Source: an optimization exercise on an open RTL-to-GDS flow (aim: small area, a short achievable clock period and few clock cycles per item). Production flows keep margins and buffers that such runs may drop.
Function was checked by simulation only, so behaviour that the tests miss may differ from the original.
Power figures rest on the tool's default switching activity, not on a simulated workload.

==> design.v <==
package smmba_pkg;
   localparam int GAS_W        = 16;
   localparam int TEMP_W       = 12;
   localparam int HUMIN_W      = 10;
   localparam int HUMID_W      = 7;
   localparam int SLOT_W       = 5;
   localparam int BYTE_W       = 8;
   localparam int POS_W        = 9;
   localparam int ACC_W        = 13;
   localparam int RECENT_DEPTH = 32;
   localparam logic [GAS_W-1:0]         GAS_MIN_RESET   = 16'd5000;
   localparam logic signed [TEMP_W-1:0] TEMP_MIN_RESET  = 12'sd1000;
   localparam logic [HUMID_W-1:0]       HUMID_MIN_RESET = 7'd100;
   localparam logic [7:0] HUMID_RECIP  = 8'd205;
   localparam int         HUMID_SHIFT  = 11;
   localparam int         HUMID_PROD_W = HUMIN_W + 8;
endpackage
module sensor_min_max_block_average (
   input  logic                                clock,
   input  logic                                reset,
   input  logic                                req_valid,
   output logic                                req_ready,
   input  logic [smmba_pkg::SLOT_W-1:0]        req_sample_slot,
   input  logic [smmba_pkg::GAS_W-1:0]         req_gas_ppm,
   input  logic signed [smmba_pkg::TEMP_W-1:0] req_temperature,
   input  logic [smmba_pkg::HUMIN_W-1:0]       req_humidity,
   output logic                                rsp_valid,
   input  logic                                rsp_ready,
   output logic [smmba_pkg::GAS_W-1:0]         rsp_gas_max,
   output logic [smmba_pkg::GAS_W-1:0]         rsp_gas_min,
   output logic signed [smmba_pkg::TEMP_W-1:0] rsp_temp_max,
   output logic signed [smmba_pkg::TEMP_W-1:0] rsp_temp_min,
   output logic [smmba_pkg::HUMID_W-1:0]       rsp_humid_max,
   output logic [smmba_pkg::HUMID_W-1:0]       rsp_humid_min,
   output logic                                rsp_average_valid,
   output logic [smmba_pkg::BYTE_W-1:0]        rsp_average_value,
   output logic [smmba_pkg::POS_W-1:0]         rsp_history_position
);
   localparam int SLOT_W = smmba_pkg::SLOT_W;
   localparam int BYTE_W = smmba_pkg::BYTE_W;
   localparam int ACC_W  = smmba_pkg::ACC_W;
   logic                                 s0_valid;
   logic [SLOT_W-1:0]                    s0_slot;
   logic [smmba_pkg::GAS_W-1:0]          s0_gas;
   logic signed [smmba_pkg::TEMP_W-1:0]  s0_temp;
   logic [smmba_pkg::HUMIN_W-1:0]        s0_humid;
   logic                                 out_valid;
   logic [smmba_pkg::GAS_W-1:0]          max_gas, min_gas;
   logic signed [smmba_pkg::TEMP_W-1:0]  max_temp, min_temp;
   logic [smmba_pkg::HUMID_W-1:0]        max_humid, min_humid;
   logic [BYTE_W-1:0]                    recent [smmba_pkg::RECENT_DEPTH];
   logic [ACC_W-1:0]                     sum;
   logic                                 avg_valid;
   logic [smmba_pkg::POS_W-1:0]          position;
   logic                                 s1_go;
   logic                                 s1_take;
   logic [smmba_pkg::HUMID_PROD_W-1:0]   humid_prod;
   logic [smmba_pkg::HUMID_W-1:0]        humid_pct;
   logic [BYTE_W-1:0]                    new_byte;
   logic [BYTE_W-1:0]                    old_byte;
   assign s1_go     = !out_valid || rsp_ready;
   assign s1_take   = s0_valid && s1_go;
   assign req_ready = !s0_valid || s1_go;
   always_ff @(posedge clock) begin
      if (reset) begin
         s0_valid <= 1'b0;
      end else if (req_ready) begin
         s0_valid <= req_valid;
      end
   end
   always_ff @(posedge clock) begin
      if (req_ready) begin
         s0_slot  <= req_sample_slot;
         s0_gas   <= req_gas_ppm;
         s0_temp  <= req_temperature;
         s0_humid <= req_humidity;
      end
   end
   assign humid_prod = smmba_pkg::HUMID_PROD_W'(s0_humid) * smmba_pkg::HUMID_PROD_W'(smmba_pkg::HUMID_RECIP);
   assign humid_pct  = humid_prod[smmba_pkg::HUMID_PROD_W-1:smmba_pkg::HUMID_SHIFT];
   assign new_byte   = s0_gas[BYTE_W+SLOT_W-1:SLOT_W];
   assign old_byte   = recent[s0_slot];
   always_ff @(posedge clock) begin
      if (reset) begin
         out_valid <= 1'b0;
      end else if (s1_go) begin
         out_valid <= s0_valid;
      end
   end
   always_ff @(posedge clock) begin
      if (reset) begin
         max_gas   <= '0;
         min_gas   <= smmba_pkg::GAS_MIN_RESET;
         max_temp  <= '0;
         min_temp  <= smmba_pkg::TEMP_MIN_RESET;
         max_humid <= '0;
         min_humid <= smmba_pkg::HUMID_MIN_RESET;
         sum       <= '0;
         avg_valid <= 1'b0;
         position  <= '1;
      end else if (s1_take) begin
         if (s0_gas > max_gas)        max_gas   <= s0_gas;
         if (s0_gas < min_gas)        min_gas   <= s0_gas;
         if (s0_temp > max_temp)      max_temp  <= s0_temp;
         if (s0_temp < min_temp)      min_temp  <= s0_temp;
         if (humid_pct > max_humid)   max_humid <= humid_pct;
         if (humid_pct < min_humid)   min_humid <= humid_pct;
         sum       <= sum + ACC_W'(new_byte) - ACC_W'(old_byte);
         avg_valid <= (s0_slot == '0);
         if (s0_slot == '0) position <= position + 1'b1;
      end
   end
   always_ff @(posedge clock) begin
      for (int i = 0; i < smmba_pkg::RECENT_DEPTH; i++) begin
         if (reset) begin
            recent[i] <= '0;
         end else if (s1_take && s0_slot == SLOT_W'(i)) begin
            recent[i] <= new_byte;
         end
      end
   end
   assign rsp_valid            = out_valid;
   assign rsp_gas_max          = max_gas;
   assign rsp_gas_min          = min_gas;
   assign rsp_temp_max         = max_temp;
   assign rsp_temp_min         = min_temp;
   assign rsp_humid_max        = max_humid;
   assign rsp_humid_min        = min_humid;
   assign rsp_average_valid    = avg_valid;
   assign rsp_average_value    = avg_valid ? sum[ACC_W-1:SLOT_W] : '0;
   assign rsp_history_position = avg_valid ? position : '0;
endmodule
==> run.sh <==
#!/bin/bash
# synth_recipe.tcl (not shown) runs the flow's synth.tcl, then flattens the netlist and writes it again
# the make line also repeats each setting of config.mk as NAME=value (left out here)
make -C /OpenROAD-flow-scripts/flow DESIGN_CONFIG=/design/flow/config.mk WORK_HOME=/design/flow/orfs CLKGATE_MAP_FILE= SYNTH_SCRIPT=/design/flow/synth_recipe.tcl finish
==> config.mk <==
export PLATFORM = sky130hd
export DESIGN_NAME = sensor_min_max_block_average
export DESIGN_NICKNAME = sensor_min_max_block_average
export VERILOG_FILES = /design/flow/design.v
export SDC_FILE = /design/flow/constraint.sdc
export NUM_CORES = 4
export LEC_CHECK = 0
export CAP_MARGIN = 20
export CORE_MARGIN = 2
export CORE_UTILIZATION = 40
export SLEW_MARGIN = 20
==> constraint.sdc <==
create_clock -name core_clock -period 7.0 [get_ports {clock}]
set_input_delay 1.4000 -clock core_clock [delete_from_list [all_inputs] [get_ports {clock}]]
set_output_delay 1.4000 -clock core_clock [all_outputs]
set_load 0.01 [all_outputs]
==> run notes <==
==> cell type report <==
class | count | share of cell area (%)
Multi-Input combinational cell | 1712 | 44.39
Sequential cell | 394 | 36.21
Timing Repair Buffer | 176 | 7.245
Clock buffer | 59 | 5.616
Tap cell | 615 | 3.350
Inverter | 140 | 2.288
Clock inverter | 19 | 0.8716
Antenna cell | 2 | 0.02179
==> routing by layer <==
layer  up-vias  routed length [um]  global-route usage [%]  share of wire [%]
met5         -                  16                       0              0.025
met4         2                2561                   10.36                4.0
met3       137                5395                   5.761                8.4
met2       709               29150                   39.54                 45
met1      8514               27120                   33.11                 42
li1       8402                   -                       -                  -
==> flip-flops by register name, summed over array words and instances (netlist names) <==
| register | count |
|---|---|
| recent | 256 |
| max_gas | 16 |
| min_gas | 16 |
| s0_gas | 16 |
| sum | 13 |
| max_temp | 12 |
| min_temp | 12 |
| s0_temp | 12 |
| s0_humid | 10 |
| position | 9 |
| max_humid | 7 |
| min_humid | 7 |
| s0_slot | 5 |
| avg_valid | 1 |
| out_valid | 1 |
| s0_valid | 1 |
==> tightest hold or removal path, cell delays in order (launching register included) <==
cell and delay (ps):
sky130_fd_sc_hd__dfxtp_1 300, sky130_fd_sc_hd__nand2_1 50, sky130_fd_sc_hd__a21oi_1 50
==> final timing paths <==
check            endpoint          from
min          recent[0][5]  recent[0][5]
min reg2reg  recent[0][5]  recent[0][5]
max          max_humid[3]   s0_humid[7]
max reg2reg  max_humid[3]   s0_humid[7]
==> cell usage after synthesis, types with 43 or more instances <==
master,number
sky130_fd_sc_hd__nor3_1,45
sky130_fd_sc_hd__clkbuf_1,104
sky130_fd_sc_hd__o21ai_0,43
sky130_fd_sc_hd__edfxtp_1,43
sky130_fd_sc_hd__a21oi_1,309
sky130_fd_sc_hd__nor2_1,84
sky130_fd_sc_hd__ha_1,129
sky130_fd_sc_hd__nand2_1,615
sky130_fd_sc_hd__dfxtp_1,351
sky130_fd_sc_hd__nand3_1,71
sky130_fd_sc_hd__inv_1,140
sky130_fd_sc_hd__a22oi_1,105
==> placed cells by master (no fill, tap or decap), drive strengths merged, types with 19 or more instances in the layout <==
master	n
fa	25
nor3	45
o21ai	45
a21o	22
edfxtp	43
inv	140
nand2	615
nand3	71
clkbuf	60
ha	129
o31ai	19
nand4	32
nor2	85
a21oi	309
and2	20
a22oi	105
dfxtp	351
clkdlybuf4s50	135
mux2i	37
buf	40
==> stage by stage <==
| stage | utilization, % | std cells | worst slack (ps) | total power, W |
|---|---|---|---|---|
| 2_1_floorplan | - | 2375 | 1326 | 0.003297 |
| 3_3_place_gp | 44.74 | 3036 | 945.1 | 0.003649 |
| 3_5_place_dp | 44.79 | 3036 | 878.9 | 0.003668 |
| 4_1_cts | 47.91 | 3114 | 857.9 | 0.006064 |
| 5_1_grt | 48.01 | 3117 | 533.9 | 0.006316 |
| 6_report | 48.01 | 3117 | 875.1 | 0.006022 |
==> power by group <==
group          switching [W]  internal, W
Clock               0.000984      0.00141
Sequential         0.0000812      0.00235
Combinational       0.000681     0.000515
==> kinds of logic after synthesis <==
group,after synthesis
adders and majority gates,154
buffers and inverters,269
xor gates and xnor gates,16
muxes,39
AOI/OAI and AO/OA,577
and+or+nand+nor,926
DFF,394
==> summary.txt <==
Width of the chip = 224.5 um
Count of pins on the block boundary = 137
Worst hold path type = reg2reg
TritonCTS clock tree = done
Synth Area in Adders = 10.87%
Largest clock skew in the final design = 19.79 ps
Number of iterations in the first detailed-routing pass = 5
Cell count along the critical path = 21
Wire length of the first global-routing pass = 97920 um
Relative slew slack = 18.21%
CP Cell Sequence = ha_1 -> inv_1 -> fa_1 -> inv_1 -> fa_1 -> inv_1 -> fa_1 -> inv_1 -> ha_1 -> a2111o_1 -> or2_2 -> o221ai_1 -> a21oi_1 -> o21a_1 -> or2_2 -> ha_1 -> nand3_1 -> o21bai_1 -> a211oi_2 -> mux2i_1 -> nor2_1
Worst EP required = 7420 ps
Vias per inst = 5.699
Placed inst area = 21430 um^2
Final number of setup-violating endpoints = 0
Hold buffer count at CTS = 0
CP max-delay cell = sky130_fd_sc_hd__a211oi_2
Final worst-path cycle share = 87.50%
Final Net Count = 2669
CTS max path bufs = 3
Slowest cell delay on critical path = 640 ps
Core box area = 47850 um^2
Sink Count = 394
Antenna violations before repair = 3
Highest clock frequency the design can meet = 163.3 MHz
Post-synthesis compound-gate area fraction = 17.97%
Critical path endpoint category = flip-flop
Worst slack on hold paths = 452.4 ps
Buffers inserted during post-CTS setup optimization = 0
Max Cap Violations = 0
WL final = 64240 um
Filler cells = 4604
Depth of the most critical reg-to-reg path = 21
Mean instance size in the synthesized netlist = 8.189 um^2
Post-synthesis cell area = 19450 um^2
Xor and xnor fraction of the mapped netlist area = 0.7205%
Hold Fails Final Rpt = 0
Worst-skew pair later-pin latency = 590 ps
Synthesized flop and latch total = 394
Hold Path Depth = 2
Synth top area share = 36.13%
Signal arrival time at the worst endpoint = 6550 ps
Synth Instances = 2375
Final design area excluding fillers = 22970 um^2
Pin count of the biggest net entering global routing = 152
Kind of cell with the highest combined delay on the critical path = adder cells
Ys async rst share = 0%
Clock-pin slew reported for the worst setup and hold paths after clock tree synthesis = 60 ps
Net count of the mapped netlist = 2576
Area taken by multi-input logic gates = 10200 um^2
DRC violation count after routing = 0
Standby leakage power = 8.481 nW
Post-synth cell types = 66
Die outline area = 50400 um^2
Count of synthesis-stage warnings from yosys = 2
Iter 0 DRT Violations = 1968
Ranking of synthesized cells by area = sky130_fd_sc_hd__dfxtp_1, sky130_fd_sc_hd__nand2_1, sky130_fd_sc_hd__ha_1
Minimum setup slack among reg-to-reg paths = 880 ps
Remaining global-route overflow = 0
Most used flip-flop cell after synthesis = sky130_fd_sc_hd__dfxtp_1
Crit path buffers/inverters = 4
TritonCTS buffer count = 44
Total via count in the routed design = 17760
Post-cts resize count = 0
Root Driver = sky130_fd_sc_hd__clkbuf_16
Total of buffers placed on input and output ports = 136
Share of cells above drive strength 1 = 5.840%
EDFF count, synth = 43
Maximum ir drop on the vdd rail = 0.1949 mV
Final worst path period need = 6125 ps
Most frequent cell on the critical path = sky130_fd_sc_hd__inv_1
Synth-to-layout area growth = 18.10%
Number of global-route vias before repair = 16770
Last weighted congestion value of the routability-driven placer = 0.9934
Maximum fanout along the worst path = 8
Result of the run = no timing/DRC/antenna violations
Portion of the post-synthesis area used by sequential elements = 42.77%
Cell type with the largest total area after synthesis = sky130_fd_sc_hd__dfxtp_1
Simple-gate portion of the synthesized area = 20.35%
Area taken by flip-flops and latches = 8318 um^2
Height of the die = 224.5 um
Combinational family with the most area after synthesis = simple AND/OR/NAND/NOR gates
Number of standard-cell rows in the floorplan = 80
Remaining antenna violation count = 0
Actual transition at the worst max-transition pin = 1222 ps
Type of element launching the critical path = flip-flop
Final Max Slew Viols = 0
Routed WL per cell = 20.61 um
Unrepaired setup endpoints after global routing = no
Starting Density = 40.65%
GRT Total Usage = 25.07%
CTS HTree Levels = 2
Final-layout setup total negative slack = 0 ps
Setup Crit Path Kind = reg2reg
Post-synthesis mux area share = 2.020%
Total power divided by cell area = 262.2 nW/um^2
Placed wire-length estimate after detailed placement = 43520 um
Testbench counts, summed over its fixed seeds: cycles 16,400, items 16,384.

==> what the ideal ports hide <==
In the flow no input, the clock included, has a driving cell. The finished layout below was timed again as built, in two steps. Step 1: set_driving_cell puts a clkbuf_16 on clock and a buf_2 on each other input, an assumption about the parent block. Step 2 adds t to the input delays and takes it off the output delays; t is the mean of the earliest and latest rising clock arrival at the registers after step 1. Input paths then give back, and output paths get back, about the clock's delay inside the block. a / b / c = no drivers / after step 1 / after step 2; a / b = the first two.
shift t [ns]: 0.631
setup slack, ns: 0.875 / 0.875 / 0.875
hold WS [ns]: 0.452 / 0.452 / 0.452
worst setup path after step 2: register to register
slew at the worst register clock pin (ns): 0.07 / 0.07
After both steps setup and hold are still met in this run. For this run, drivers alone change the setup slack by 0.000 ns; drivers and shift together by 0.000 ns.
